Context: an optimization exercise on an open-source flow, tuned for small area. The choices shown serve that exercise and are no tape-out recipe.
Function was checked by simulation only, so behaviour that the tests miss may differ from the original.
Power is estimated from default activity; no workload was simulated.

$ cat design/flow/config.mk
export PLATFORM = sky130hd
export DESIGN_NAME = log_perf_ctrl
export DESIGN_NICKNAME = log_perf_ctrl
export VERILOG_FILES = /design/flow/design.v
export SDC_FILE = /design/flow/constraint.sdc
export NUM_CORES = 4
export LEC_CHECK = 0
export CAP_MARGIN = 20
export CORE_MARGIN = 2
export CORE_UTILIZATION = 70
export GPL_ROUTABILITY_DRIVEN = 0
export GPL_TIMING_DRIVEN = 0
export PLACE_DENSITY = 0.82
export SLEW_MARGIN = 20
export SYNTH_HIERARCHICAL = 1
$ cat design/flow/constraint.sdc
create_clock -name core_clock -period 7.0 [get_ports {clock}]
set_input_delay 1.4000 -clock core_clock [delete_from_list [all_inputs] [get_ports {clock}]]
set_output_delay 1.4000 -clock core_clock [all_outputs]
set_load 0.01 [all_outputs]
$ cat design/flow/design.v
module lpc_inv   (input logic a, output logic y);                           assign y = ~a;                 endmodule
module lpc_and2  (input logic a, input logic b, output logic y);            assign y = a & b;              endmodule
module lpc_and3  (input logic a, input logic b, input logic c, output logic y); assign y = a & b & c;      endmodule
module lpc_or2   (input logic a, input logic b, output logic y);            assign y = a | b;              endmodule
module lpc_nand2 (input logic a, input logic b, output logic y);            assign y = ~(a & b);           endmodule
module lpc_nor2  (input logic a, input logic b, output logic y);            assign y = ~(a | b);           endmodule
module lpc_xor2  (input logic a, input logic b, output logic y);            assign y = a ^ b;              endmodule
module lpc_xnor2 (input logic a, input logic b, output logic y);            assign y = ~(a ^ b);           endmodule
module lpc_nand3 (input logic a, input logic b, input logic c, output logic y); assign y = ~(a & b & c);   endmodule
module lpc_nor3  (input logic a, input logic b, input logic c, output logic y); assign y = ~(a | b | c);       endmodule
module lpc_nor4  (input logic a, input logic b, input logic c, input logic d, output logic y); assign y = ~(a | b | c | d); endmodule
module lpc_nand4 (input logic a, input logic b, input logic c, input logic d, output logic y); assign y = ~(a & b & c & d); endmodule
module lpc_and3b (input logic an, input logic b, input logic c, output logic y); assign y = ~an & b & c;   endmodule
module lpc_nor3b (input logic a, input logic b, input logic cn, output logic y); assign y = ~(a | b | ~cn); endmodule
module lpc_nor2b (input logic a, input logic bn, output logic y);          assign y = ~(a | ~bn);         endmodule
module lpc_mux2  (input logic s, input logic a0, input logic a1, output logic y); assign y = s ? a1 : a0;  endmodule
module lpc_mux2i (input logic s, input logic a0, input logic a1, output logic y); assign y = ~(s ? a1 : a0); endmodule
module lpc_a21oi (input logic a1, input logic a2, input logic b1, output logic y); assign y = ~((a1 & a2) | b1); endmodule
module lpc_a21o  (input logic a1, input logic a2, input logic b1, output logic y); assign y = (a1 & a2) | b1; endmodule
module lpc_a22oi (input logic a1, input logic a2, input logic b1, input logic b2, output logic y);
  assign y = ~((a1 & a2) | (b1 & b2));
endmodule
module lpc_a222oi (input logic a1, input logic a2, input logic b1, input logic b2, input logic c1, input logic c2,
                   output logic y);
  assign y = ~((a1 & a2) | (b1 & b2) | (c1 & c2));
endmodule
module lpc_maj3 (input logic a, input logic b, input logic c, output logic y);
  assign y = (a & b) | (c & (a | b));
endmodule
module lpc_ha (input logic a, input logic b, output logic s, output logic co);
  assign s  = a ^ b;
  assign co = a & b;
endmodule
module lpc_fa (input logic a, input logic b, input logic ci, output logic s, output logic co);
  assign s  = a ^ b ^ ci;
  assign co = (a & b) | (ci & (a ^ b));
endmodule
module lpc_lt #(
  parameter int unsigned W = 20
) (
  input  logic [W-1:0] tn,    
  input  logic [W-1:0] x,
  output logic         lt     
);
  localparam int unsigned L = W / 2;
  logic [L:0]   c;
  logic [W:L]   c0, c1;
  lpc_and2 u_l0 (.a(tn[0]), .b(x[0]), .y(c[1]));
  for (genvar i = 1; i < L; i++) begin : g_lo
    lpc_maj3 u_m (.a(tn[i]), .b(x[i]), .c(c[i]), .y(c[i+1]));
  end
  lpc_and2 u_h0 (.a(tn[L]), .b(x[L]), .y(c0[L+1]));
  lpc_or2  u_h1 (.a(tn[L]), .b(x[L]), .y(c1[L+1]));
  for (genvar i = L + 1; i < W; i++) begin : g_hi
    lpc_maj3 u_m0 (.a(tn[i]), .b(x[i]), .c(c0[i]), .y(c0[i+1]));
    lpc_maj3 u_m1 (.a(tn[i]), .b(x[i]), .c(c1[i]), .y(c1[i+1]));
  end
  lpc_mux2 u_sel (.s(c[L]), .a0(c0[W]), .a1(c1[W]), .y(lt));
endmodule
module lpc_window #(
  parameter int unsigned W = 20
) (
  input  logic [W-1:0] timer_q,
  input  logic [W-1:0] log_begin,
  input  logic [W-1:0] log_end,
  output logic         log_en
);
  logic [W-1:0] tn;
  logic         lt_begin, lt_end;
  for (genvar i = 0; i < W; i++) begin : g_tn
    lpc_inv u_i (.a(timer_q[i]), .y(tn[i]));
  end
  lpc_lt #(.W(W)) u_b (.tn(tn), .x(log_begin), .lt(lt_begin));
  lpc_lt #(.W(W)) u_e (.tn(tn), .x(log_end),   .lt(lt_end));
  lpc_nor2b u_en (.a(lt_begin), .bn(lt_end), .y(log_en));
endmodule
module lpc_cnt_nxt #(
  parameter int unsigned CNT_W = 20,
  parameter int unsigned INC_W = 6
) (
  input  logic [CNT_W-1:0] acc,
  input  logic [INC_W-1:0] inc,
  input  logic             log_en,
  input  logic             clean_q,
  output logic [CNT_W-1:0] nxt
);
  localparam int unsigned HI_W = CNT_W - INC_W;
  logic [INC_W:0]   c;
  logic [INC_W-1:0] s;
  logic [HI_W:0]    p;        
  logic             t0;       
  logic             eon;      
  logic [INC_W-1:0] yn;
  logic [HI_W-1:0]  qn, hn;
  lpc_ha u_a0 (.a(acc[0]), .b(inc[0]), .s(s[0]), .co(c[1]));
  for (genvar b = 1; b < INC_W; b++) begin : g_add
    lpc_fa u_a (.a(acc[b]), .b(inc[b]), .ci(c[b]), .s(s[b]), .co(c[b+1]));
  end
  assign p[1] = acc[INC_W];
  for (genvar b = 1; b < HI_W; b++) begin : g_pre
    lpc_and2 u_p (.a(p[b]), .b(acc[INC_W+b]), .y(p[b+1]));
  end
  lpc_and3b u_t0 (.an(p[HI_W]), .b(log_en), .c(c[INC_W]), .y(t0));
  lpc_nand3 u_eo (.a(p[HI_W]), .b(log_en), .c(c[INC_W]), .y(eon));
  for (genvar b = 0; b < INC_W; b++) begin : g_lo
    lpc_mux2i u_m (.s(log_en), .a0(acc[b]), .a1(s[b]), .y(yn[b]));
    lpc_a21oi u_o (.a1(yn[b]), .a2(eon), .b1(clean_q), .y(nxt[b]));
  end
  lpc_xnor2 u_x0 (.a(acc[INC_W]), .b(t0), .y(hn[0]));
  lpc_nor2  u_n0 (.a(clean_q), .b(hn[0]), .y(nxt[INC_W]));
  for (genvar b = 1; b < HI_W; b++) begin : g_hi
    lpc_nand2 u_q (.a(t0), .b(p[b]), .y(qn[b]));
    lpc_xor2  u_x (.a(acc[INC_W+b]), .b(qn[b]), .y(hn[b]));
    lpc_nor2  u_n (.a(clean_q), .b(hn[b]), .y(nxt[INC_W+b]));
  end
endmodule
module lpc_timer_nxt #(
  parameter int unsigned W = 20
) (
  input  logic [W-1:0] t,
  output logic [W-1:0] nxt
);
  logic [W-1:0] c;
  lpc_inv u_i0 (.a(t[0]), .y(nxt[0]));
  assign c[1] = t[0];
  for (genvar b = 1; b < W - 1; b++) begin : g_inc
    lpc_ha u_h (.a(t[b]), .b(c[b]), .s(nxt[b]), .co(c[b+1]));
  end
  lpc_xor2 u_x (.a(t[W-1]), .b(c[W-1]), .y(nxt[W-1]));
endmodule
module lpc_period_nxt #(
  parameter int unsigned W = 16
) (
  input  logic [W-1:0] dump_period,
  input  logic [W-1:0] last,
  input  logic [W-1:0] rem,
  input  logic         first_n,     
  output logic [W-1:0] rem_nxt,
  output logic         auto_req
);
  localparam int unsigned G = W / 4;
  logic [W-1:0] x, dec;
  logic [W:0]   bwn;         
  logic [G-1:0] xg, zg, rg;
  logic         chg, chg_n, nz, is1, rld_n, rhi_n;
  for (genvar b = 0; b < W; b++) begin : g_x
    lpc_xor2 u_x (.a(dump_period[b]), .b(last[b]), .y(x[b]));
  end
  for (genvar g = 0; g < G; g++) begin : g_or
    lpc_nor4 u_xg (.a(x[4*g]), .b(x[4*g+1]), .c(x[4*g+2]), .d(x[4*g+3]), .y(xg[g]));
    lpc_nor4 u_zg (.a(dump_period[4*g]), .b(dump_period[4*g+1]),
                   .c(dump_period[4*g+2]), .d(dump_period[4*g+3]), .y(zg[g]));
  end
  lpc_nor4 u_r0 (.a(rem[1]),  .b(rem[2]),  .c(rem[3]),  .d(rem[4]),  .y(rg[0]));
  lpc_nor4 u_r1 (.a(rem[5]),  .b(rem[6]),  .c(rem[7]),  .d(rem[8]),  .y(rg[1]));
  lpc_nor4 u_r2 (.a(rem[9]),  .b(rem[10]), .c(rem[11]), .d(rem[12]), .y(rg[2]));
  lpc_nor3 u_r3 (.a(rem[13]), .b(rem[14]), .c(rem[15]), .y(rg[3]));
  lpc_nand4 u_chg (.a(xg[0]), .b(xg[1]), .c(xg[2]), .d(xg[3]), .y(chg));
  lpc_nand4 u_nz  (.a(zg[0]), .b(zg[1]), .c(zg[2]), .d(zg[3]), .y(nz));
  lpc_nand4 u_rhi (.a(rg[0]), .b(rg[1]), .c(rg[2]), .d(rg[3]), .y(rhi_n));
  lpc_nor2b u_is1 (.a(rhi_n), .bn(rem[0]), .y(is1));
  lpc_nor2b u_cn  (.a(chg), .bn(first_n), .y(chg_n));
  lpc_and3  u_ar  (.a(chg_n), .b(nz), .c(is1), .y(auto_req));
  lpc_and3b u_rld (.an(is1), .b(chg_n), .c(nz), .y(rld_n));
  assign bwn[1] = rem[0];
  for (genvar b = 1; b < W - 1; b++) begin : g_bw
    lpc_or2 u_b (.a(bwn[b]), .b(rem[b]), .y(bwn[b+1]));
  end
  lpc_inv u_d0 (.a(rem[0]), .y(dec[0]));
  for (genvar b = 1; b < W; b++) begin : g_dec
    lpc_xnor2 u_d (.a(rem[b]), .b(bwn[b]), .y(dec[b]));
  end
  for (genvar b = 0; b < W; b++) begin : g_mx
    lpc_mux2 u_m (.s(rld_n), .a0(dump_period[b]), .a1(dec[b]), .y(rem_nxt[b]));
  end
endmodule
module lpc_rd_bit (
  input  logic [7:0] d,
  input  logic [7:0] sel,
  output logic       y
);
  logic [2:0] n;
  lpc_a222oi u_0 (.a1(d[0]), .a2(sel[0]), .b1(d[1]), .b2(sel[1]), .c1(d[2]), .c2(sel[2]), .y(n[0]));
  lpc_a222oi u_1 (.a1(d[3]), .a2(sel[3]), .b1(d[4]), .b2(sel[4]), .c1(d[5]), .c2(sel[5]), .y(n[1]));
  lpc_a22oi  u_2 (.a1(d[6]), .a2(sel[6]), .b1(d[7]), .b2(sel[7]), .y(n[2]));
  lpc_nand3  u_3 (.a(n[0]), .b(n[1]), .c(n[2]), .y(y));
endmodule
module lpc_ctrl_nxt (
  input  logic       streaming,
  input  logic [2:0] idx,
  input  logic       dump_q,
  input  logic       overrun,
  input  logic       dump_req,
  input  logic       auto_req,
  input  logic       auto_clean,
  input  logic       clean_req,
  input  logic       out_ready,
  output logic       snap,
  output logic       streaming_nxt,
  output logic [2:0] idx_nxt,
  output logic       overrun_nxt,
  output logic       clean_nxt,
  output logic       last,
  output logic [7:0] sel
);
  logic dump_rq, adv, c1, c2, last_beat, stay;
  lpc_or2   u_rq (.a(dump_req), .b(auto_req), .y(dump_rq));
  lpc_nor2b u_sn (.a(streaming), .bn(dump_rq), .y(snap));
  lpc_a21o  u_ov (.a1(streaming), .a2(dump_rq), .b1(overrun), .y(overrun_nxt));
  lpc_a21o  u_cl (.a1(auto_clean), .a2(dump_q), .b1(clean_req), .y(clean_nxt));
  lpc_and2  u_ad (.a(streaming), .b(out_ready), .y(adv));
  lpc_ha    u_i0 (.a(idx[0]), .b(adv), .s(idx_nxt[0]), .co(c1));
  lpc_ha    u_i1 (.a(idx[1]), .b(c1), .s(idx_nxt[1]), .co(c2));
  lpc_xor2  u_i2 (.a(idx[2]), .b(c2), .y(idx_nxt[2]));
  lpc_and3  u_lb (.a(idx[0]), .b(idx[1]), .c(idx[2]), .y(last_beat));
  lpc_and2  u_ol (.a(streaming), .b(last_beat), .y(last));
  lpc_nand2 u_st (.a(out_ready), .b(last_beat), .y(stay));
  lpc_mux2  u_sm (.s(streaming), .a0(dump_rq), .a1(stay), .y(streaming_nxt));
  lpc_nor3  u_s0 (.a(idx[0]), .b(idx[1]), .c(idx[2]), .y(sel[0]));
  lpc_nor3b u_s1 (.a(idx[1]), .b(idx[2]), .cn(idx[0]), .y(sel[1]));
  lpc_nor3b u_s2 (.a(idx[0]), .b(idx[2]), .cn(idx[1]), .y(sel[2]));
  lpc_and3b u_s3 (.an(idx[2]), .b(idx[0]), .c(idx[1]), .y(sel[3]));
  lpc_nor3b u_s4 (.a(idx[0]), .b(idx[1]), .cn(idx[2]), .y(sel[4]));
  lpc_and3b u_s5 (.an(idx[1]), .b(idx[0]), .c(idx[2]), .y(sel[5]));
  lpc_and3b u_s6 (.an(idx[0]), .b(idx[1]), .c(idx[2]), .y(sel[6]));
  assign sel[7] = last_beat;
endmodule
module log_perf_ctrl #(
  parameter int unsigned NUM_CNT  = 8,
  parameter int unsigned CNT_W    = 20,
  parameter int unsigned INC_W    = 6,
  parameter int unsigned TIMER_W  = 20,
  parameter int unsigned PERIOD_W = 16,
  parameter int unsigned IDX_W    = (NUM_CNT > 1) ? $clog2(NUM_CNT) : 1
) (
  input  logic                     clock,
  input  logic                     reset,
  input  logic [NUM_CNT*INC_W-1:0] perf_inc,
  input  logic [TIMER_W-1:0]       log_begin,
  input  logic [TIMER_W-1:0]       log_end,
  input  logic [PERIOD_W-1:0]      dump_period,
  input  logic                     auto_clean,
  input  logic                     dump_req,
  input  logic                     clean_req,
  input  logic                     out_ready,
  output logic [TIMER_W-1:0]       timer,
  output logic                     logEnable,
  output logic                     clean,
  output logic                     dump,
  output logic                     out_valid,
  output logic [IDX_W-1:0]         out_idx,
  output logic [CNT_W-1:0]         out_data,
  output logic                     out_last,
  output logic                     dump_overrun
);
  logic [TIMER_W-1:0]  timer_q, timer_nxt;
  logic [PERIOD_W-1:0] period_rem, period_rem_nxt;
  logic [PERIOD_W-1:0] period_last;
  logic [IDX_W-1:0]    idx;           
  logic [IDX_W-1:0]    idx_nxt;
  logic [NUM_CNT-1:0]  sel;           
  logic                streaming, streaming_nxt;
  logic                first_n;       
  logic                overrun_nxt;
  logic                clean_nxt;
  logic                dump_q;
  logic                overrun;
  logic                clean_q;
  logic                snap;
  logic                log_en;
  logic                auto_req;
  logic [CNT_W-1:0]    acc     [NUM_CNT];
  logic [CNT_W-1:0]    acc_nxt [NUM_CNT];
  logic [CNT_W-1:0]    shadow  [NUM_CNT];
  lpc_window #(.W(TIMER_W)) u_win (
    .timer_q(timer_q), .log_begin(log_begin), .log_end(log_end), .log_en(log_en)
  );
  lpc_timer_nxt #(.W(TIMER_W)) u_tmr (.t(timer_q), .nxt(timer_nxt));
  lpc_period_nxt #(.W(PERIOD_W)) u_per (
    .dump_period(dump_period), .last(period_last), .rem(period_rem),
    .first_n(first_n), .rem_nxt(period_rem_nxt), .auto_req(auto_req)
  );
  lpc_ctrl_nxt u_ctl (
    .streaming(streaming), .idx(idx), .dump_q(dump_q), .overrun(overrun),
    .dump_req(dump_req), .auto_req(auto_req), .auto_clean(auto_clean),
    .clean_req(clean_req), .out_ready(out_ready), .snap(snap),
    .streaming_nxt(streaming_nxt), .idx_nxt(idx_nxt), .overrun_nxt(overrun_nxt),
    .clean_nxt(clean_nxt), .last(out_last), .sel(sel)
  );
  always_ff @(posedge clock) begin
    period_rem  <= period_rem_nxt;
    period_last <= dump_period;
  end
  always_ff @(posedge clock or negedge reset) begin
    if (!reset) begin
      timer_q     <= '0;
      first_n     <= 1'b0;
      streaming   <= 1'b0;
      idx         <= '0;
      dump_q      <= 1'b0;
      overrun     <= 1'b0;
      clean_q     <= 1'b0;
    end else begin
      timer_q     <= timer_nxt;
      first_n     <= 1'b1;
      dump_q      <= snap;
      clean_q     <= clean_nxt;
      overrun     <= overrun_nxt;
      streaming   <= streaming_nxt;
      idx         <= idx_nxt;
    end
  end
  for (genvar i = 0; i < NUM_CNT; i++) begin : g_cnt
    lpc_cnt_nxt #(.CNT_W(CNT_W), .INC_W(INC_W)) u_nxt (
      .acc(acc[i]), .inc(perf_inc[i*INC_W +: INC_W]), .log_en(log_en),
      .clean_q(clean_q), .nxt(acc_nxt[i])
    );
    always_ff @(posedge clock or negedge reset) begin
      if (!reset) acc[i] <= '0;
      else        acc[i] <= acc_nxt[i];
    end
    always_ff @(posedge clock) begin
      if (snap) shadow[i] <= acc[i];
    end
  end
  for (genvar b = 0; b < CNT_W; b++) begin : g_rd
    logic [NUM_CNT-1:0] d;
    for (genvar i = 0; i < NUM_CNT; i++) begin : g_d
      assign d[i] = shadow[i][b];
    end
    lpc_rd_bit u_rd (.d(d), .sel(sel), .y(out_data[b]));
  end
  assign timer        = timer_q;
  assign logEnable    = log_en;
  assign clean        = clean_q;
  assign dump         = dump_q;
  assign out_valid    = streaming;
  assign out_idx      = idx;
  assign dump_overrun = overrun;
endmodule
$ cat design/flow/flow/run.sh
#!/bin/bash
# Standard layout (the standard.sh) with these changes:
#  - port buffers use the smallest buffer cell;
#  - clock tree synthesis without dummy loads;
#  - after floorplan, combinational cells go to their smallest drive
#    strength (flow/downsize.tcl); later repair passes size up as needed.
set -euo pipefail
bash standard.sh \
  BUFFER_PORTS_ARGS="-buffer_cell sky130_fd_sc_hd__buf_1" \
  CTS_ARGS="-sink_clustering_enable -repair_clock_nets -dont_use_dummy_load -buf_list sky130_fd_sc_hd__clkbuf_4 -sink_clustering_size 10 -sink_clustering_max_diameter 60" \
  POST_FLOORPLAN_TCL="$PWD/flow/downsize.tcl" \
  finish > standard.log 2>&1
$ cat design/flow/flow/downsize.tcl
# POST_FLOORPLAN hook: put every combinational cell at the smallest drive
# strength of its function. The resizer's later repair_design and
# repair_timing passes size up again wherever slew, load or timing need it.
set block [ord::get_db_block]
set db [ord::get_db]
set skip {^(df|edf|sdf|sedf|dl|conb|tap|fill|decap|probe|lpflow|clk)}
set count 0
foreach inst [$block getInsts] {
  set name [[$inst getMaster] getName]
  if {![regexp {^sky130_fd_sc_hd__([a-z0-9]+)_([0-9]+)$} $name -> base drive]} { continue }
  if {[regexp $skip $base]} { continue }
  set best $name
  set best_area [expr {[[$inst getMaster] getWidth] * [[$inst getMaster] getHeight]}]
  foreach d {0 1} {
    set m [$db findMaster sky130_fd_sc_hd__${base}_$d]
    if {$m eq "NULL" || $m eq ""} { continue }
    set a [expr {[$m getWidth] * [$m getHeight]}]
    if {$a < $best_area} {
      set best [$m getName]
      set best_area $a
    }
  }
  if {$best ne $name} {
    replace_cell [$inst getName] $best
    incr count
  }
}
puts "downsize: replaced $count cells"
$ cat design/flow/standard.sh
#!/bin/bash
# synth_recipe.tcl (not shown) runs the flow's synth.tcl, then flattens the netlist and writes it again
# the make line also repeats each setting of config.mk as NAME=value (left out here)
make -C /OpenROAD-flow-scripts/flow DESIGN_CONFIG=/design/flow/config.mk WORK_HOME=/design/flow/orfs CLKGATE_MAP_FILE= SYNTH_SCRIPT=/design/flow/synth_recipe.tcl "${@:-finish}"
==> impl_metrics.toml, run 1 <==
[layout]
fin_nets = 1662
drive_gt1_share_pct = 5.67
fin_area_sq_mm = 0.0185
syn2layout_area_growth_pct = 7.45
post-route-util_pct = 76.5

[power_and_ir_drop]
power-per-cell-area_mw_per_mm2 = 232
irDropWorstVdd_v = 0.000210
finalPower_w = 0.00429
p_leak_nw = 7.06

[setup_path]
cp.arrival_ns = 5.49
r2r-start = "timer_q[10]"
path_cells = "buf_1 > and2_1 > maj3_1 > maj3_1 > maj3_1 > maj3_1 > maj3_1 > maj3_1 > maj3_1 > maj3_1 > maj3_1 > mux2_4 > nor2b_4 > clkbuf_2"
cpPeakStageDelay_ns = 0.37
end_kind = "output pin"
rr_worst_depth = 20
crit_type = "input pin to output pin"
worstPathMaxFanout = 2
cp_slowest_cell = "maj3_1"
startpoint = "log_begin[10]"
cp-start-kind = "input pin"
worstPathRequired_ns = 5.60
cp_common_cell = "maj3_1"

[routing]
wl_um = 30900
wl_per_cell_um = 17.1
drtIter0Drc = 900
viasPerCell = 5.61
drc = 0
drtPass1Iterations = 9
antenna_left = 0
num_vias = 10100

[grt]
grtUsageTotal_pct = 24.9
antenna_found_initial = 1
grt_pass1_vias = 10500
grt_pass1_wl_um = 51800
overflow = 0
grt_max_degree = 66

[min_path]
min_path_cells = 0
hp-start = "acc[0][6]"
hp-class = "flop to flop"

[timing]
rsz0062_at_grt = "no"
finalHoldViolations = 0
slew_headroom_pct = 35.8
timing.final.ws_setup_ns = 0.112
min_period_over_period_pct = 98.4
finalSetupViolCount = 0
tightest_slew_ns = 0.962
finClkSkew_ns = 0.0571
fmax_ghz = 0.145
setup_tns_ns = 0
slew_violations = 0
finalCriticalPeriod_ns = 6.89

[yosys]
synth_cell_type_count = 29
avgSynthCellArea_sq_um = 13.7
syn_area_sq_mm = 0.0173
synth_most_common_cell = "dfrtp_1"
yosysWarnings = 12
synthTopCellsByArea = "edfxtp_1, dfrtp_1, xor2_1"
async_reset_ff_share_pct = 49.5
synthTopCellsByCount = "dfrtp_1, edfxtp_1, xor2_1"
syn-num-nets = 1435
ys.flop_type = "dfrtp_1"
yosysTopAreaCell = "edfxtp_1"
synth_top_area_share_pct = 27.8
synthCells = 1257
synth-edff-count = 160
ys_seq_area_share_pct = 58.8
ys_ff_latch = 380

[placement]
io_buffer_count = 158
place_area_sq_mm = 0.0182
dp_hpwl_um = 22600
place_ws_ns = -0.487

[clocking]
cts_tree = "built"
root_buffer = "clkbuf_4"
clkTransAtPathRegs_ns = 0.11
cts_buffer_depth = 3
h-tree-depth = 2
clock_latency_ns = 0.66
postCtsHoldBufs = 0
cts_made_buffers = 44
clock-sinks = 380

[floorplan]
fp.dieW_um = 161
die_height_um = 161
std_cell_rows = 57
core_area_sq_mm = 0.0242
die_area_sq_mm = 0.0259
start_util_pct = 71.2
pin_count = 159

[run_status]
outcome = "finished clean"

[run]
maxCapViolCount = 0
final timing paths:
path / endpoint / slack, ns
setup / recovery: logEnable / 0.11
hold / removal: shadow[0][6] / 0.47
setup reg to reg: acc[5][16] / 0.92
hold reg to reg: shadow[0][6] / 0.47
max in group asynchronous: acc[1][16] / 5.13
min in group asynchronous: dump_q / 0.79
what timing repair did:
action,CTS,global route
gates resized for setup,2,8
buffers inserted,1,0
gates cloned,1,0
pin swaps,0,0
endpoints found under the setup margin,1,1
cell type report:
class                      instances  area [sq um]
clock buffer                      44           330
buffer                             1          3.75
antenna                            2          5.00
timing repair buffer             180          1030
inverter                          22          82.6
tap                              324           405
multi-input combinational        855          6530
sequential                       380         10200
fill                            1659          5700
modules after synthesis (local to each module, per instance), excerpt:
module | cells | cell area (sq um)
log_perf_ctrl | 381 | 10200
lpc_mux2 | 1 | 15.0
lpc_nor2b | 1 | 13.8
lpc_nor3b | 1 | 12.5
lpc_nor4 | 1 | 12.5
lpc_mux2i | 1 | 10.0
lpc_and3b | 1 | 8.76
lpc_nand4 | 1 | 6.26
lpc_or2 | 1 | 6.26
lpc_nand3 | 1 | 5.00
lpc_nor2 | 1 | 3.75
placed cells by master (no fill, tap or decap), types with 2 or more instances in the layout:
| cell type | Yosys | final |
|---|---|---|
| dfrtp_1 | 188 | 187 |
| edfxtp_1 | 160 | 160 |
| buf_1 | 0 | 157 |
| xor2_1 | 122 | 122 |
| nor2_1 | 112 | 112 |
| and2_1 | 110 | 110 |
| nand2_1 | 105 | 105 |
| mux2i_1 | 48 | 48 |
| a21oi_1 | 0 | 48 |
| maj3_1 | 0 | 48 |
| clkbuf_4 | 0 | 44 |
| fa_1 | 40 | 40 |
| a222oi_1 | 40 | 40 |
| dfxtp_1 | 32 | 32 |
| ha_1 | 28 | 28 |
| nand3_1 | 28 | 28 |
| xnor2_1 | 23 | 23 |
| inv_1 | 22 | 22 |
| a22oi_1 | 0 | 20 |
| or2_1 | 17 | 17 |
| mux2_1 | 0 | 17 |
| and3b_1 | 12 | 12 |
| nor4_1 | 0 | 11 |
| buf_12 | 0 | 11 |
| maj3_2 | 54 | 6 |
| buf_16 | 0 | 6 |
| buf_6 | 0 | 4 |
| nor3b_2 | 3 | 3 |
| nand4_1 | 3 | 3 |
| diode_2 | 0 | 2 |
| a21o_1 | 2 | 2 |
| and3_1 | 2 | 2 |
| nor2b_4 | 4 | 2 |
| nor2b_1 | 0 | 2 |
registers in the layout, indices dropped and copies added (netlist names), 3 cells and up:
register and flops:
idx 3, timer_q 20, period_rem 16, acc 160, shadow 160, period_last 16
cell families after synthesis:
group	synth area share (%)
AOI/OAI and AO/OA	6.29
buffers and inverters	0.522
muxes	4.44
other	0.0217
adders and majority gates	10.2
DFF	58.8
and+or+nand+nor	12.4
xor gates and xnor gates	7.36
metrics by stage:
stage | std cells | hold WS (ns)
2_1_floorplan | 1257 | 0.452
3_3_place_gp | 1739 | 0.439
3_5_place_dp | 1760 | 0.452
4_1_cts | 1806 | 0.467
5_1_grt | 1808 | 0.485
6_report | 1808 | 0.465
per-layer routing:
layer	track usage [%]	share of wire, %	wire, um
met3	4.19	4.9	1520
met2	42.4	50	15500
met4	6.09	2.0	609
met1	34.2	43	13300
met5	0	0	0
report_power, final:
group / switching, W / leakage (nW) / internal (W)
combinational: 0.000535 / 2.48 / 0.000296
sequential: 0.0000791 / 4.37 / 0.00245
clock: 0.000643 / 0.202 / 0.000291
total: 0.00126 / 7.06 / 0.00304
worst max-delay path: cells and delay by family:
family,cells,cell delay (ns)
AND/OR/NAND/NOR,2,0.27
adder cells (fa/ha/maj),9,3.27
buffers and inverters,2,0.22
multiplexers,1,0.31
==> run 2: changes to the inputs <==
--- a/design/flow/config.mk
+++ b/design/flow/config.mk
@@ -8,8 +8,6 @@
 export CAP_MARGIN = 20
 export CORE_MARGIN = 2
 export CORE_UTILIZATION = 70
-export GPL_ROUTABILITY_DRIVEN = 0
-export GPL_TIMING_DRIVEN = 0
 export PLACE_DENSITY = 0.82
 export SLEW_MARGIN = 20
 export SYNTH_HIERARCHICAL = 1
==> impl_metrics.toml, run 2 <==
[grt]
antenna_found_initial = 1
overflow = 0
grt_max_degree = 184
grtUsageTotal_pct = 24.8
grt_util_met1_pct = 34.8
use_met2_pct = 41.5
met3_usage_pct = 3.24
top_usage_layer = "met2"
grt_pass1_wl_um = 51600
grt_pass1_vias = 10400

[placement]
place_ws_ns = 0.0152
place_area_sq_mm = 0.0179
dp_hpwl_um = 21600
io_buffer_count = 158
gp_congestion = 0.783

[yosys]
synthTopCellsByCount = "dfrtp_1, edfxtp_1, xor2_1"
syn_area_sq_mm = 0.0173
synth_cell_type_count = 29
yosysTopAreaCell = "edfxtp_1"
yosysWarnings = 12
syn-num-nets = 1435
ys.flop_type = "dfrtp_1"
synth_top_area_share_pct = 27.8
synth_most_common_cell = "dfrtp_1"
synth-edff-count = 160
ys_ff_latch = 380
synthTopCellsByArea = "edfxtp_1, dfrtp_1, xor2_1"
async_reset_ff_share_pct = 49.5
synthCells = 1257
ys_seq_area_share_pct = 58.8
avgSynthCellArea_sq_um = 13.7

[floorplan]
pin_count = 159
die_area_sq_mm = 0.0259
std_cell_rows = 57
die_height_um = 161
core_area_sq_mm = 0.0242
fp.dieW_um = 161
start_util_pct = 71.2

[timing]
finalCriticalPeriod_ns = 6.90
tightest_slew_ns = 1.03
timing.final.ws_setup_ns = 0.105
finClkSkew_ns = 0.0541
fmax_ghz = 0.145
slew_headroom_pct = 31.3
slew_violations = 0
min_period_over_period_pct = 98.5
rsz0062_at_grt = "no"
finalHoldViolations = 0
finalSetupViolCount = 0

[run_status]
outcome = "finished clean"

[clocking]
clock-sinks = 380
cts_buffer_depth = 3
h-tree-depth = 2
cts_made_buffers = 43
root_buffer = "clkbuf_4"
postCtsSetupRepairBufs = 0
clock_latency_ns = 0.66
clkTransAtPathRegs_ns = 0.11
postCtsHoldBufs = 0
cts_tree = "built"

[run]
maxCapViolCount = 0

[routing]
wl_um = 31000
wl_per_cell_um = 17.2
drtPass1Iterations = 9
drc = 0
viasPerCell = 5.73
drtIter0Drc = 981
num_vias = 10300
antenna_left = 0

[setup_path]
end_kind = "output pin"
cp_slowest_cell = "maj3_1"
path_cells = "buf_1 > or2_1 > maj3_1 > maj3_1 > maj3_1 > maj3_2 > maj3_1 > maj3_1 > maj3_1 > maj3_1 > maj3_1 > mux2_1 > nor2b_4 > clkbuf_2"
worstPathRequired_ns = 5.60
crit_type = "input pin to output pin"
cp_common_cell = "maj3_1"
cp.arrival_ns = 5.50
cp-start-kind = "input pin"
worstPathMaxFanout = 2
cpPeakStageDelay_ns = 0.37

[layout]
fillers = 1636
multi_input_area_sq_mm = 0.00652
top_regs = "acc x160, shadow x160, timer_q x20"
drive_gt1_share_pct = 5.14
final_cell_mix = "dfrtp_1, edfxtp_1, buf_1"
final_common_cell = "dfrtp_1"
syn2layout_area_growth_pct = 5.97
seq_area_sq_mm = 0.0102
fin_nets = 1658
post-route-util_pct = 75.4
fin_area_sq_mm = 0.0183

[power_and_ir_drop]
p_seq_share_pct = 59.3
finalPower_w = 0.00425
intPower_w = 0.00299
switching_share_pct = 29.7
irDropWorstVdd_v = 0.000209
p_sw_w = 0.00126
power-per-cell-area_mw_per_mm2 = 232
p_leak_nw = 6.97
p_clk_share_pct = 21.8
combPwrFrac_pct = 18.8

[min_path]
hp-class = "flop to flop"
-- run 2: cell families (layout without fill, tap and decap cells) --
family          after synthesis  in the layout  share of synthesized area [%]
simple gates                409            409                           12.4
mux                          67             67                           4.44
other cells                   1              3                         0.0217
xor+xnor                    145            145                           7.36
fa+ha+maj                   122            122                           10.2
flops                       380            380                           58.8
compound gates              110            110                           6.29
buf+inv                      23            244                          0.522
-- run 2: what timing repair did --
action | in CTS | in global routing
endpoints found under the hold margin | 0 | 0
endpoints found under the setup margin | 0 | 1
gates resized for setup | 0 | 4
-- run 2: modules after synthesis, one instance, submodules excluded, a selection --
module	copies in the design	cell area [sq um]	cells inside	flops+latches
lpc_or2	17	6.26	1	0
lpc_a21oi	48	8.76	1	0
lpc_ctrl_nxt	1	7.51	1	0
lpc_nand2	105	3.75	1	0
lpc_inv	22	3.75	1	0
lpc_a222oi	40	10.0	1	0
lpc_nor2	112	3.75	1	0
lpc_maj3	54	11.3	1	0
-- run 2: power by group through the flow --
stage | combinational [W] | clock [W] | sequential, W
floorplan | 0.000452 | 0 | 0.00259
global placement | 0.000773 | 0 | 0.00256
detailed placement | 0.000798 | 0 | 0.00257
CTS | 0.000801 | 0.000963 | 0.00252
global route | 0.000865 | 0.00105 | 0.00253
finish | 0.000800 | 0.000928 | 0.00252
-- run 2: final timing paths --
| kind | from | to | slack (ns) | depth (start not counted) |
|---|---|---|---|---|
| max in group asynchronous | reset | acc[1][19] | 5.27 | 3 |
| worst min register to register | acc[6][18] | shadow[6][18] | 0.45 | 0 |
| min in group asynchronous | reset | overrun | 0.57 | 1 |
| worst max-delay path | log_end[10] | logEnable | 0.10 | 14 |
| worst max register to register | timer_q[10] | acc[6][18] | 1.07 | 18 |
| worst min-delay path | acc[6][18] | shadow[6][18] | 0.45 | 0 |
-- run 2: layout make-up --
class | count | share of cell area [%]
Antenna cell | 2 | 0.0274
Clock buffer | 43 | 1.76
Inverter | 22 | 0.451
Multi-Input combinational cell | 854 | 35.7
Sequential cell | 380 | 55.5
Tap cell | 324 | 2.22
Timing Repair Buffer | 179 | 4.38
-- run 2: metal layers --
| metal | part of all wire [%] | vias up |
|---|---|---|
| li1 | - | 4897 |
| met1 | 43 | 5117 |
| met2 | 50 | 266 |
| met3 | 4.8 | 49 |
| met4 | 2.1 | 0 |
| met5 | 0 | - |
-- run 2: critical path, delay by kind of cell --
family / cells / cell delay, ns
buffers and inverters: 2 / 0.20
adder cells (fa/ha/maj): 9 / 3.23
multiplexers: 1 / 0.31
AND/OR/NAND/NOR: 2 / 0.36
-- run 2: metrics by stage --
step                hold slack, ns  std cells  setup TNS, ns
floorplan                    0.452       1257         -0.180
global placement             0.437       1758              0
detailed placement           0.444       1758              0
CTS                          0.454       1801              0
global route                 0.485       1804              0
finish                       0.454       1804              0
==> run 3: changes to the inputs <==
--- a/design/flow/flow/run.sh
+++ b/design/flow/flow/run.sh
@@ -7,6 +7,6 @@
 set -euo pipefail
 bash standard.sh \
   BUFFER_PORTS_ARGS="-buffer_cell sky130_fd_sc_hd__buf_1" \
-  CTS_ARGS="-sink_clustering_enable -repair_clock_nets -dont_use_dummy_load -buf_list sky130_fd_sc_hd__clkbuf_4 -sink_clustering_size 10 -sink_clustering_max_diameter 60" \
+  CTS_ARGS="-sink_clustering_enable -repair_clock_nets -dont_use_dummy_load -buf_list sky130_fd_sc_hd__clkbuf_4 -sink_clustering_size 12 -sink_clustering_max_diameter 50" \
   POST_FLOORPLAN_TCL="$PWD/flow/downsize.tcl" \
   finish > standard.log 2>&1
==> impl_metrics.toml, run 3 <==
[yosys]
async_reset_ff_share_pct = 49.5
synth_cell_type_count = 29
synth_top_area_share_pct = 27.8
syn-num-nets = 1435
yosysTopAreaCell = "edfxtp_1"
synth-edff-count = 160
synthTopCellsByCount = "dfrtp_1, edfxtp_1, xor2_1"
avgSynthCellArea_sq_um = 13.7
synthCells = 1257
synth_most_common_cell = "dfrtp_1"
syn_area_sq_mm = 0.0173
synthTopCellsByArea = "edfxtp_1, dfrtp_1, xor2_1"
ys.flop_type = "dfrtp_1"
ys_seq_area_share_pct = 58.8
yosysWarnings = 12
ys_ff_latch = 380

[clocking]
postCtsSetupRepairBufs = 0
clock-sinks = 380
root_buffer = "clkbuf_4"
cts_made_buffers = 38
postCtsHoldBufs = 0
postCtsResizedCells = 0
h-tree-depth = 2
clkTransAtPathRegs_ns = 0.12
clock_latency_ns = 0.64
cts_buffer_depth = 3
cts_tree = "built"

[power_and_ir_drop]
intPower_w = 0.00296
irDropWorstVdd_v = 0.000259
switching_share_pct = 29.5
combPwrFrac_pct = 19.0
p_clk_share_pct = 20.8
p_leak_nw = 6.95
p_seq_share_pct = 60.2
power-per-cell-area_mw_per_mm2 = 230
p_sw_w = 0.00124

[run_status]
outcome = "finished clean"

[layout]
post-route-util_pct = 75.3
syn2layout_area_growth_pct = 5.76
final_cell_mix = "dfrtp_1, edfxtp_1, buf_1"
top_regs = "acc x160, shadow x160, timer_q x20"
fin_nets = 1653
instances_no_fill = 1799
fillers = 1631
drive_gt1_share_pct = 4.82
final_common_cell = "dfrtp_1"

[routing]
drtPass1Iterations = 8
drc = 0
antenna_left = 0
viasPerCell = 5.67
wl_um = 30700
wl_per_cell_um = 17.1
num_vias = 10200
drtIter0Drc = 963

[setup_path]
path_cells = "buf_1 > or2_1 > maj3_1 > maj3_1 > maj3_1 > maj3_2 > maj3_1 > maj3_1 > maj3_1 > maj3_1 > maj3_1 > mux2_1 > nor2b_4 > clkbuf_2"
worstPathRequired_ns = 5.60
cp.arrival_ns = 5.49
cp_common_cell = "maj3_1"
crit_type = "input pin to output pin"
cp_slowest_cell = "maj3_1"
worstPathMaxFanout = 2
end_kind = "output pin"
worst-path-buf-inv = 2
critical_path.top_delay_family = "adder cells"
cpPeakStageDelay_ns = 0.37
cp-start-kind = "input pin"

[timing]
finalHoldViolations = 0
fmax_ghz = 0.145
timing.final.ws_setup_ns = 0.108
slew_headroom_pct = 30.0
slew_violations = 0
rsz0062_at_grt = "no"
tightest_slew_ns = 1.05
finClkSkew_ns = 0.0521
min_period_over_period_pct = 98.5
finalSetupViolCount = 0
finalCriticalPeriod_ns = 6.89

[placement]
place_ws_ns = 0.0152
gp_congestion = 0.783
io_buffer_count = 158
place_inst = 1758
dp_hpwl_um = 21600

[grt]
grt_max_degree = 184
grt_pass1_wl_um = 51000
grtUsageTotal_pct = 24.5
antenna_found_initial = 1
overflow = 0
grt_pass1_vias = 10300

[floorplan]
fp.dieW_um = 161
core_area_sq_mm = 0.0242
start_util_pct = 71.2
die_area_sq_mm = 0.0259
std_cell_rows = 57
pin_count = 159
die_height_um = 161

[min_path]
hp-class = "flop to flop"

[run]
maxCapViolCount = 0
## run 3: Yosys stat by module (local to each module, per instance), a selection
module | flops+latches | times used
lpc_fa | 0 | 40
lpc_a22oi | 0 | 20
lpc_ctrl_nxt | 0 | 1
lpc_mux2 | 0 | 19
lpc_nor2 | 0 | 112
lpc_xor2 | 0 | 122
lpc_nor3b | 0 | 3
lpc_and2 | 0 | 110
lpc_a21oi | 0 | 48
lpc_xnor2 | 0 | 23
lpc_nand4 | 0 | 3
log_perf_ctrl | 380 | 1
lpc_nand3 | 0 | 28
lpc_nand2 | 0 | 105
## run 3: final timing paths
check	startpoint	to	slack, ns	depth (start not counted)
hold / removal	overrun	overrun	0.47	1
hold reg to reg	overrun	overrun	0.47	1
min in group asynchronous	reset	overrun	0.59	1
setup / recovery	log_end[10]	logEnable	0.11	14
setup reg to reg	timer_q[10]	acc[6][16]	1.06	18
max in group asynchronous	reset	acc[7][17]	5.23	3
## run 3: power by group through the flow
stage / clock, W / combinational [W] / sequential [W]
2_1_floorplan: 0 / 0.000452 / 0.00259
3_3_place_gp: 0 / 0.000773 / 0.00256
3_5_place_dp: 0 / 0.000798 / 0.00257
4_1_cts: 0.000913 / 0.000801 / 0.00252
5_1_grt: 0.000992 / 0.000865 / 0.00253
6_report: 0.000874 / 0.000797 / 0.00252
## run 3: cell families after synthesis
group,Yosys count,synth area share [%]
compound gates,110,6.29
xor+xnor,145,7.36
fa+ha+maj,122,10.2
buf+inv,23,0.522
flops,380,58.8
mux,67,4.44
other cells,1,0.0217
simple gates,409,12.4
## run 3: through the flow
step / cell area (sq um) / hold WS [ns] / setup TNS (ns) / total power [W]
finish: 18300 / 0.471 / 0 / 0.00420
global route: 18300 / 0.484 / 0 / 0.00439
CTS: 18200 / 0.472 / 0 / 0.00423
detailed placement: 17900 / 0.444 / 0 / 0.00336
global placement: 17900 / 0.437 / 0 / 0.00333
floorplan: 17300 / 0.452 / -0.180 / 0.00304
## run 3: worst register-to-register path: cells and delay by family (launching register included)
| kind | cells | cell delay (ns) |
|---|---|---|
| adders and majority gates | 9 | 3.29 |
| and+or+nand+nor | 5 | 1.17 |
| buffers and inverters | 2 | 0.47 |
| DFF | 1 | 0.41 |
| muxes | 1 | 0.30 |
| xor gates and xnor gates | 1 | 0.19 |
## run 3: area by class of cell
cell class / count / area [sq um] / share of cell area [%]
multi-input cells: 854 / 6520 / 35.7
well taps: 324 / 405 / 2.22
inverters: 22 / 82.6 / 0.452
repair buffers: 179 / 801 / 4.39
clock buffers: 38 / 285 / 1.56
diodes: 2 / 5.00 / 0.0274
flip-flops and latches: 380 / 10200 / 55.6
## run 3: layer usage
metal / up-vias / GRT usage [%] / share of wire [%]
met1: 5047 / 34.7 / 43
li1: 4871 / - / -
met3: 39 / 3.13 / 4.6
met5: - / 0 / 0
met2: 247 / 41.0 / 50
met4: 0 / 6.17 / 1.8
==> run 4: changes to the inputs <==
--- a/design/flow/design.v
+++ b/design/flow/design.v
@@ -96,9 +96,16 @@
   for (genvar b = 1; b < INC_W; b++) begin : g_add
     lpc_fa u_a (.a(acc[b]), .b(inc[b]), .ci(c[b]), .s(s[b]), .co(c[b+1]));
   end
-  assign p[1] = acc[INC_W];
-  for (genvar b = 1; b < HI_W; b++) begin : g_pre
-    lpc_and2 u_p (.a(p[b]), .b(acc[INC_W+b]), .y(p[b+1]));
+  assign p[0] = 1'b1;
+  lpc_and2 u_p2 (.a(acc[INC_W]), .b(acc[INC_W+1]), .y(p[2]));
+  for (genvar b = 4; b <= HI_W; b += 2) begin : g_pre
+    lpc_and3 u_p (.a(p[b-2]), .b(acc[INC_W+b-2]), .c(acc[INC_W+b-1]), .y(p[b]));
+  end
+  if (HI_W % 2 == 1) begin : g_pre_odd
+    lpc_and2 u_p (.a(p[HI_W-1]), .b(acc[CNT_W-1]), .y(p[HI_W]));
+  end
+  for (genvar b = 1; b < HI_W; b += 2) begin : g_pre_nu
+    assign p[b] = 1'b0;   
   end
   lpc_and3b u_t0 (.an(p[HI_W]), .b(log_en), .c(c[INC_W]), .y(t0));
   lpc_nand3 u_eo (.a(p[HI_W]), .b(log_en), .c(c[INC_W]), .y(eon));
@@ -109,7 +116,13 @@
   lpc_xnor2 u_x0 (.a(acc[INC_W]), .b(t0), .y(hn[0]));
   lpc_nor2  u_n0 (.a(clean_q), .b(hn[0]), .y(nxt[INC_W]));
   for (genvar b = 1; b < HI_W; b++) begin : g_hi
-    lpc_nand2 u_q (.a(t0), .b(p[b]), .y(qn[b]));
+    if (b == 1) begin : g_q1
+      lpc_nand2 u_q (.a(t0), .b(acc[INC_W]), .y(qn[b]));
+    end else if (b % 2 == 0) begin : g_qe
+      lpc_nand2 u_q (.a(t0), .b(p[b]), .y(qn[b]));
+    end else begin : g_qo
+      lpc_nand3 u_q (.a(t0), .b(p[b-1]), .c(acc[INC_W+b-1]), .y(qn[b]));
+    end
     lpc_xor2  u_x (.a(acc[INC_W+b]), .b(qn[b]), .y(hn[b]));
     lpc_nor2  u_n (.a(clean_q), .b(hn[b]), .y(nxt[INC_W+b]));
   end
--- a/design/flow/flow/run.sh
+++ b/design/flow/flow/run.sh
@@ -7,6 +7,6 @@
 set -euo pipefail
 bash standard.sh \
   BUFFER_PORTS_ARGS="-buffer_cell sky130_fd_sc_hd__buf_1" \
-  CTS_ARGS="-sink_clustering_enable -repair_clock_nets -dont_use_dummy_load -buf_list sky130_fd_sc_hd__clkbuf_4 -sink_clustering_size 12 -sink_clustering_max_diameter 50" \
+  CTS_ARGS="-sink_clustering_enable -repair_clock_nets -dont_use_dummy_load -buf_list sky130_fd_sc_hd__clkbuf_4 -sink_clustering_size 10 -sink_clustering_max_diameter 60" \
   POST_FLOORPLAN_TCL="$PWD/flow/downsize.tcl" \
   finish > standard.log 2>&1
==> impl_metrics.toml, run 4 <==
[power_and_ir_drop]
p_leak_nw = 6.96
finalPower_w = 0.00426
irDropWorstVdd_v = 0.000206
power-per-cell-area_mw_per_mm2 = 237

[routing]
wl_um = 32200
drtIter0Drc = 893
antenna_left = 0
wl_met1_um = 13400
drc = 0
viasPerCell = 5.82
num_vias = 10200
highest_layer = "met4"
wl_met2_um = 16400
drtPass1Iterations = 10
wl_per_cell_um = 18.4
wl_met3_um = 1730

[yosys]
synthTopCellsByCount = "dfrtp_1, edfxtp_1, xor2_1"
avgSynthCellArea_sq_um = 14.1
yosysWarnings = 12
synth_top_area_share_pct = 28.2
yosysTopAreaCell = "edfxtp_1"
syn_area_sq_mm = 0.0170
synthTopCellsByArea = "edfxtp_1, dfrtp_1, xor2_1"
synthCells = 1209
ys_ff_latch = 380
synth_most_common_cell = "dfrtp_1"
synth_cell_type_count = 29
ys_seq_area_share_pct = 59.6
async_reset_ff_share_pct = 49.5
ys.flop_type = "dfrtp_1"
synth-edff-count = 160
syn-num-nets = 1387

[timing]
finalHoldViolations = 0
slew_headroom_pct = 35.2
finClkSkew_ns = 0.0626
min_period_over_period_pct = 98.4
tightest_slew_ns = 0.972
finalSetupViolCount = 0
worst_hold_slack_ns = 0.471
setup_tns_ns = 0
finalCriticalPeriod_ns = 6.89
rsz0062_at_grt = "no"
slew_violations = 0
fmax_ghz = 0.145

[placement]
gp_congestion = 0.798
place_inst = 1707
io_buffer_count = 158
dp_hpwl_um = 22200
place_area_sq_mm = 0.0177

[setup_path]
setup.worst_path.end = "logEnable"
startpoint = "log_end[10]"
crit_type = "input pin to output pin"
cp_common_cell = "maj3_1"
r2r-start = "timer_q[0]"
reg2reg_slack_ns = 1.24
end_kind = "output pin"
rr_worst_depth = 20
path_cells = "buf_1 > or2_1 > maj3_1 > maj3_1 > maj3_1 > maj3_1 > maj3_1 > maj3_1 > maj3_1 > maj3_1 > maj3_1 > mux2_1 > nor2b_4 > clkbuf_2"
cpPeakStageDelay_ns = 0.37
worstPathMaxFanout = 2
worstPathRequired_ns = 5.60
cp-start-kind = "input pin"
reg2reg_to = "acc[5][9]"
cp_slowest_cell = "maj3_1"
cp.arrival_ns = 5.49

[clocking]
cts_buffer_depth = 3
clock-sinks = 380
cts_made_buffers = 43
root_buffer = "clkbuf_4"
clkTransAtPathRegs_ns = 0.11
cts_tree = "built"
clock_latency_ns = 0.66
h-tree-depth = 2
postCtsHoldBufs = 0

[grt]
grt_pass1_vias = 10500
grt_pass1_wl_um = 52600
grt_max_degree = 162
overflow = 0
grtUsageTotal_pct = 25.6
antenna_found_initial = 1

[layout]
fin_area_sq_mm = 0.0180
drive_gt1_share_pct = 4.98
top_regs = "acc x160, shadow x160, timer_q x20"
final_common_cell = "dfrtp_1"
syn2layout_area_growth_pct = 5.78
fin_nets = 1607
final_cell_mix = "dfrtp_1, edfxtp_1, buf_1"
instances_no_fill = 1752
fillers = 1661

[floorplan]
core_area_sq_mm = 0.0241
std_cell_rows = 57
die_height_um = 160
die_area_sq_mm = 0.0256
pin_count = 159
start_util_pct = 70.6
fp.dieW_um = 160

[run]
maxCapViolCount = 0

[run_status]
outcome = "finished clean"

[min_path]
hp-start = "acc[2][17]"
hp-class = "flop to flop"
==> run 4: modules after synthesis, one instance, submodules excluded, excerpt <==
module	area, sq um	cells inside
lpc_nand3	5.00	1
lpc_fa	20.0	1
lpc_mux2	15.0	1
lpc_maj3	11.3	1
lpc_nor2	3.75	1
lpc_and2	6.26	1
lpc_ha	12.5	1
lpc_a21o	7.51	1
==> run 4: logic make-up (layout without fill, tap and decap cells) <==
logic type | after synthesis | in the layout | share of synthesized area [%]
AND/OR/NAND/NOR | 361 | 361 | 11.1
multiplexers | 67 | 67 | 4.50
other | 1 | 2 | 0.0220
buffers and inverters | 23 | 241 | 0.529
AO/OA/AOI/OAI | 110 | 110 | 6.38
flip-flops | 380 | 380 | 59.6
adder cells (fa/ha/maj) | 122 | 122 | 10.3
XOR/XNOR | 145 | 145 | 7.46
==> run 4: layer usage <==
metal,GRT usage [%],vias up
met5,0,-
met4,6.59,0
met3,3.79,45
met2,43.8,293
met1,35.2,5045
li1,-,4815
==> run 4: timing repair <==
item / in CTS / in global routing
endpoints found under the setup margin: 0 / 1
setup buffers: 0 / 1
resized for setup: 0 / 2
==> run 4: how the worst min path moves through the flow <==
stage / endpoint / cells after the start
floorplan: shadow[0][0] / 0
global placement: overrun / 1
detailed placement: overrun / 1
CTS: shadow[2][17] / 0
global route: shadow[2][17] / 0
finish: shadow[2][17] / 0
==> run 4: power breakdown <==
group	switching (W)	internal, W	total (W)	leakage [nW]
clock network	0.000652	0.000284	0.000936	0.198
registers	0.0000699	0.00245	0.00252	4.37
logic	0.000554	0.000248	0.000802	2.38
==> run 4: critical path: cells and delay by family <==
kind | cells | cell delay [ns]
and+or+nand+nor | 2 | 0.35
adders and majority gates | 9 | 3.24
buffers and inverters | 2 | 0.19
muxes | 1 | 0.30
==> run 4: cell type report <==
cell class	instances	area, sq um	area share [%]
Sequential cell	380	10200	56.4
Multi-Input combinational cell	806	6280	34.9
Clock buffer	43	323	1.79
Timing Repair Buffer	176	758	4.21
Antenna cell	1	2.50	0.0139
Tap cell	324	405	2.25
Inverter	22	82.6	0.459
==> run 4: stage by stage <==
stage,setup WS (ns),utilization [%]
2_1_floorplan,-0.180,-
3_3_place_gp,0.0829,73.3
3_5_place_dp,0.0487,73.3
4_1_cts,0.0487,74.6
5_1_grt,0.000759,74.7
6_report,0.111,74.7
==> run 5: changes to the inputs <==
--- a/design/flow/design.v
+++ b/design/flow/design.v
@@ -12,6 +12,7 @@
 module lpc_nand4 (input logic a, input logic b, input logic c, input logic d, output logic y); assign y = ~(a & b & c & d); endmodule
 module lpc_and3b (input logic an, input logic b, input logic c, output logic y); assign y = ~an & b & c;   endmodule
 module lpc_nor3b (input logic a, input logic b, input logic cn, output logic y); assign y = ~(a | b | ~cn); endmodule
+module lpc_nand2b (input logic an, input logic b, output logic y);        assign y = ~(~an & b);          endmodule
 module lpc_nor2b (input logic a, input logic bn, output logic y);          assign y = ~(a | ~bn);         endmodule
 module lpc_mux2  (input logic s, input logic a0, input logic a1, output logic y); assign y = s ? a1 : a0;  endmodule
 module lpc_mux2i (input logic s, input logic a0, input logic a1, output logic y); assign y = ~(s ? a1 : a0); endmodule
@@ -92,7 +93,11 @@
   logic             eon;      
   logic [INC_W-1:0] yn;
   logic [HI_W-1:0]  qn, hn;
-  lpc_ha u_a0 (.a(acc[0]), .b(inc[0]), .s(s[0]), .co(c[1]));
+  logic             en0n;
+  lpc_and2  u_c1 (.a(acc[0]), .b(inc[0]), .y(c[1]));
+  lpc_nand2 u_e0 (.a(log_en), .b(inc[0]), .y(en0n));
+  lpc_xor2  u_s0 (.a(acc[0]), .b(en0n), .y(yn[0]));
+  assign s[0] = 1'b0;   
   for (genvar b = 1; b < INC_W; b++) begin : g_add
     lpc_fa u_a (.a(acc[b]), .b(inc[b]), .ci(c[b]), .s(s[b]), .co(c[b+1]));
   end
@@ -110,7 +115,9 @@
   lpc_and3b u_t0 (.an(p[HI_W]), .b(log_en), .c(c[INC_W]), .y(t0));
   lpc_nand3 u_eo (.a(p[HI_W]), .b(log_en), .c(c[INC_W]), .y(eon));
   for (genvar b = 0; b < INC_W; b++) begin : g_lo
-    lpc_mux2i u_m (.s(log_en), .a0(acc[b]), .a1(s[b]), .y(yn[b]));
+    if (b > 0) begin : g_m
+      lpc_mux2i u_m (.s(log_en), .a0(acc[b]), .a1(s[b]), .y(yn[b]));
+    end
     lpc_a21oi u_o (.a1(yn[b]), .a2(eon), .b1(clean_q), .y(nxt[b]));
   end
   lpc_xnor2 u_x0 (.a(acc[INC_W]), .b(t0), .y(hn[0]));
@@ -175,13 +182,23 @@
   lpc_nor2b u_cn  (.a(chg), .bn(first_n), .y(chg_n));
   lpc_and3  u_ar  (.a(chg_n), .b(nz), .c(is1), .y(auto_req));
   lpc_and3b u_rld (.an(is1), .b(chg_n), .c(nz), .y(rld_n));
+  assign bwn[0] = 1'b0;     
   assign bwn[1] = rem[0];
   for (genvar b = 1; b < W - 1; b++) begin : g_bw
-    lpc_or2 u_b (.a(bwn[b]), .b(rem[b]), .y(bwn[b+1]));
+    if (b % 2 == 1) begin : g_o
+      lpc_nor2  u_b (.a(bwn[b]), .b(rem[b]), .y(bwn[b+1]));
+    end else begin : g_e
+      lpc_nand2b u_b (.an(rem[b]), .b(bwn[b]), .y(bwn[b+1]));
+    end
   end
+  assign bwn[W] = 1'b0;     
   lpc_inv u_d0 (.a(rem[0]), .y(dec[0]));
   for (genvar b = 1; b < W; b++) begin : g_dec
-    lpc_xnor2 u_d (.a(rem[b]), .b(bwn[b]), .y(dec[b]));
+    if (b % 2 == 1) begin : g_o
+      lpc_xnor2 u_d (.a(rem[b]), .b(bwn[b]), .y(dec[b]));
+    end else begin : g_e
+      lpc_xor2  u_d (.a(rem[b]), .b(bwn[b]), .y(dec[b]));
+    end
   end
   for (genvar b = 0; b < W; b++) begin : g_mx
     lpc_mux2 u_m (.s(rld_n), .a0(dump_period[b]), .a1(dec[b]), .y(rem_nxt[b]));
==> impl_metrics.toml, run 5 <==
[routing]
drtIter0Drc = 1014
wl_per_cell_um = 18.0
viasPerCell = 5.83
num_vias = 10200
wl_um = 31500
drtPass1Iterations = 8
drc = 0
antenna_left = 0

[layout]
drive_gt1_share_pct = 5.02
final_common_cell = "dfrtp_1"
fin_nets = 1607
top_regs = "acc x160, shadow x160, timer_q x20"
final_cell_mix = "dfrtp_1, edfxtp_1, buf_1"
syn2layout_area_growth_pct = 5.80
fin_area_sq_mm = 0.0180

[yosys]
yosysTopAreaCell = "edfxtp_1"
syn_area_sq_mm = 0.0170
synth_top_family_by_area = "simple AND/OR/NAND/NOR gates"
syn-num-nets = 1387
synth_most_common_cell = "dfrtp_1"
synth_mux_area_share_pct = 4.04
synth-edff-count = 160
avgSynthCellArea_sq_um = 13.9
synth_cell_type_count = 30
yosysWarnings = 12
synthCells = 1217
yosys.area_share.simple_pct = 11.5
synthTopCellsByArea = "edfxtp_1, dfrtp_1, xor2_1"
ys_ff_latch = 380
ys_seq_area_share_pct = 59.8
synth_top_area_share_pct = 28.3
ys.flop_type = "dfrtp_1"
synth_fa_ha_area_share_pct = 9.78
synth_xor_area_share_pct = 7.90
synth_compound_area_share_pct = 6.40
synthTopCellsByCount = "dfrtp_1, edfxtp_1, xor2_1"
async_reset_ff_share_pct = 49.5

[timing]
rsz0062_at_grt = "no"
timing.final.ws_setup_ns = 0.111
slew_violations = 0
finalSetupViolCount = 0
fmax_ghz = 0.145
min_period_over_period_pct = 98.4
finalHoldViolations = 0
setup_tns_ns = 0
tightest_slew_ns = 1.13
finalCriticalPeriod_ns = 6.89
finClkSkew_ns = 0.0667
slew_headroom_pct = 24.7

[floorplan]
fp.dieW_um = 160
core_area_sq_mm = 0.0236
die_area_sq_mm = 0.0255
std_cell_rows = 56
die_height_um = 160
pin_count = 159
start_util_pct = 71.9

[grt]
grt_pass1_wl_um = 52300
grt_max_degree = 145
grtUsageTotal_pct = 25.5
grt_pass1_vias = 10500
overflow = 0
antenna_found_initial = 1

[setup_path]
crit_type = "input pin to output pin"
reg2reg_to = "acc[1][17]"
r2r-start = "timer_q[0]"
cp.arrival_ns = 5.49
cp-start-kind = "input pin"
worstPathMaxFanout = 2
reg2reg_slack_ns = 1.31
rr_worst_depth = 19
worstPathRequired_ns = 5.60
end_kind = "output pin"

[clocking]
cts_buffer_depth = 3
root_buffer = "clkbuf_4"
clock-sinks = 380
h-tree-depth = 2
postCtsSetupRepairBufs = 0
postCtsHoldBufs = 0
clkTransAtPathRegs_ns = 0.10
clock_latency_ns = 0.67
cts_made_buffers = 44
cts_tree = "built"
postCtsResizedCells = 0

[min_path]
min_delay_worst_endpoint = "shadow[7][4]"
hp-class = "flop to flop"
min_path_cells = 0
hp-start = "acc[7][4]"

[power_and_ir_drop]
power-per-cell-area_mw_per_mm2 = 238
irDropWorstVdd_v = 0.000268
finalPower_w = 0.00427
p_leak_nw = 6.95

[placement]
gp_congestion = 0.795
dp_hpwl_um = 21700
place_ws_ns = 0.0180
io_buffer_count = 158
place_area_sq_mm = 0.0176

[run]
maxCapViolCount = 0

[run_status]
outcome = "finished clean"
## run 5: cell count changes after synthesis, sizes merged, moves of 8 or more
cell   delta
mux2i     -8
ha        -8
and2      +8
nand2     +8
or2      -14
xor2     +15
## run 5: kinds of logic after synthesis
kind of cell	Yosys count
flip-flops	380
AND/OR/NAND/NOR	377
XOR/XNOR	153
adder cells (fa/ha/maj)	114
AO/OA/AOI/OAI	110
multiplexers	59
buffers and inverters	23
other	1
## run 5: per-module statistics from Yosys (local to each module, per instance), a selection
module	area [sq um]	cells	copies in the design
lpc_nand2	3.75	1	65
lpc_nand2b	6.26	1	7
lpc_mux2i	10.0	1	40
lpc_maj3	11.3	1	54
lpc_and3b	8.76	1	12
lpc_xnor2	8.76	1	16
## run 5: worst max path at each step
| stage | startpoint | end | cells after the start |
|---|---|---|---|
| 6_report | log_end[0] | logEnable | 14 |
| 5_1_grt | log_end[10] | logEnable | 14 |
| 4_1_cts | log_begin[0] | logEnable | 14 |
| 3_5_place_dp | log_begin[0] | logEnable | 14 |
| 3_3_place_gp | log_begin[0] | logEnable | 14 |
| 2_1_floorplan | log_begin[10] | logEnable | 12 |
## run 5: per-layer routing
layer  GRT usage [%]  routed length (um)  part of all wire [%]
met3            4.52                1890                   6.0
met1            35.8               13700                    43
met2            41.9               15400                    49
met4            6.82                 606                   1.9
met5               0                   0                     0
## run 5: power by group
group,switching [W],internal (W),leakage [nW]
Clock,0.000649,0.000290,0.202
Combinational,0.000550,0.000248,2.38
Sequential,0.0000808,0.00245,4.37
## run 5: worst max-delay path: stages
cell and delay [ns]:
buf_1 0.06, and2_1 0.13, maj3_1 0.36, maj3_1 0.37
maj3_1 0.37, maj3_1 0.36, maj3_1 0.36, maj3_1 0.36
maj3_1 0.36, maj3_1 0.36, maj3_1 0.40, mux2_1 0.33
nor2b_4 0.14, clkbuf_2 0.12
## run 5: final cells by class
cell class                      count  area (sq um)
Fill cell                        1644          5660
Antenna cell                        1          2.50
Multi-Input combinational cell    814          6230
Sequential cell                   380         10200
Clock buffer                       44           330
Tap cell                          319           399
Inverter                           22          82.6
Timing Repair Buffer              175           763
## run 5: metrics by stage
step           util, %  hold WS, ns  std cells
2_1_floorplan        -        0.458       1217
3_3_place_gp      74.6        0.437       1710
3_5_place_dp      74.6        0.464       1710
4_1_cts           76.0        0.472       1754
5_1_grt           76.0        0.484       1755
6_report          76.0        0.467       1755

## port drivers added, routing unchanged
Ports are ideal in the flow. The routed layouts listed here were re-timed in OpenROAD. Step 1 sets driving cells, clkbuf_16 on the clock port and buf_2 on the other inputs (assumed; they add their load-dependent delay and slew). Step 2 moves the port delays by t, midway between the first and last clock arrival at a register: inputs arrive t later, outputs are due t later. That takes back most of the time a late clock gives input paths. Slacks: ideal / step 1 / step 2; pairs: ideal / step 1.
run	t (ns)	slack for setup (ns)	latest minus earliest clock arrival (ns)
run 1	0.673	0.112 / 0.093 / -0.073	0.057 / 0.057
run 2	0.683	0.105 / 0.084 / 0.065	0.054 / 0.054
run 3	0.662	0.108 / 0.087 / 0.073	0.052 / 0.052
run 4	0.677	0.111 / 0.088 / 0.088	0.064 / 0.064
run 5	0.682	0.111 / 0.089 / 0.089	0.066 / 0.067
Met with ideal ports but missed after step 2: setup timing in run 1. The setup slack of run 1, which loses most, moves by -0.019 ns with the drivers and by -0.185 ns with both steps.
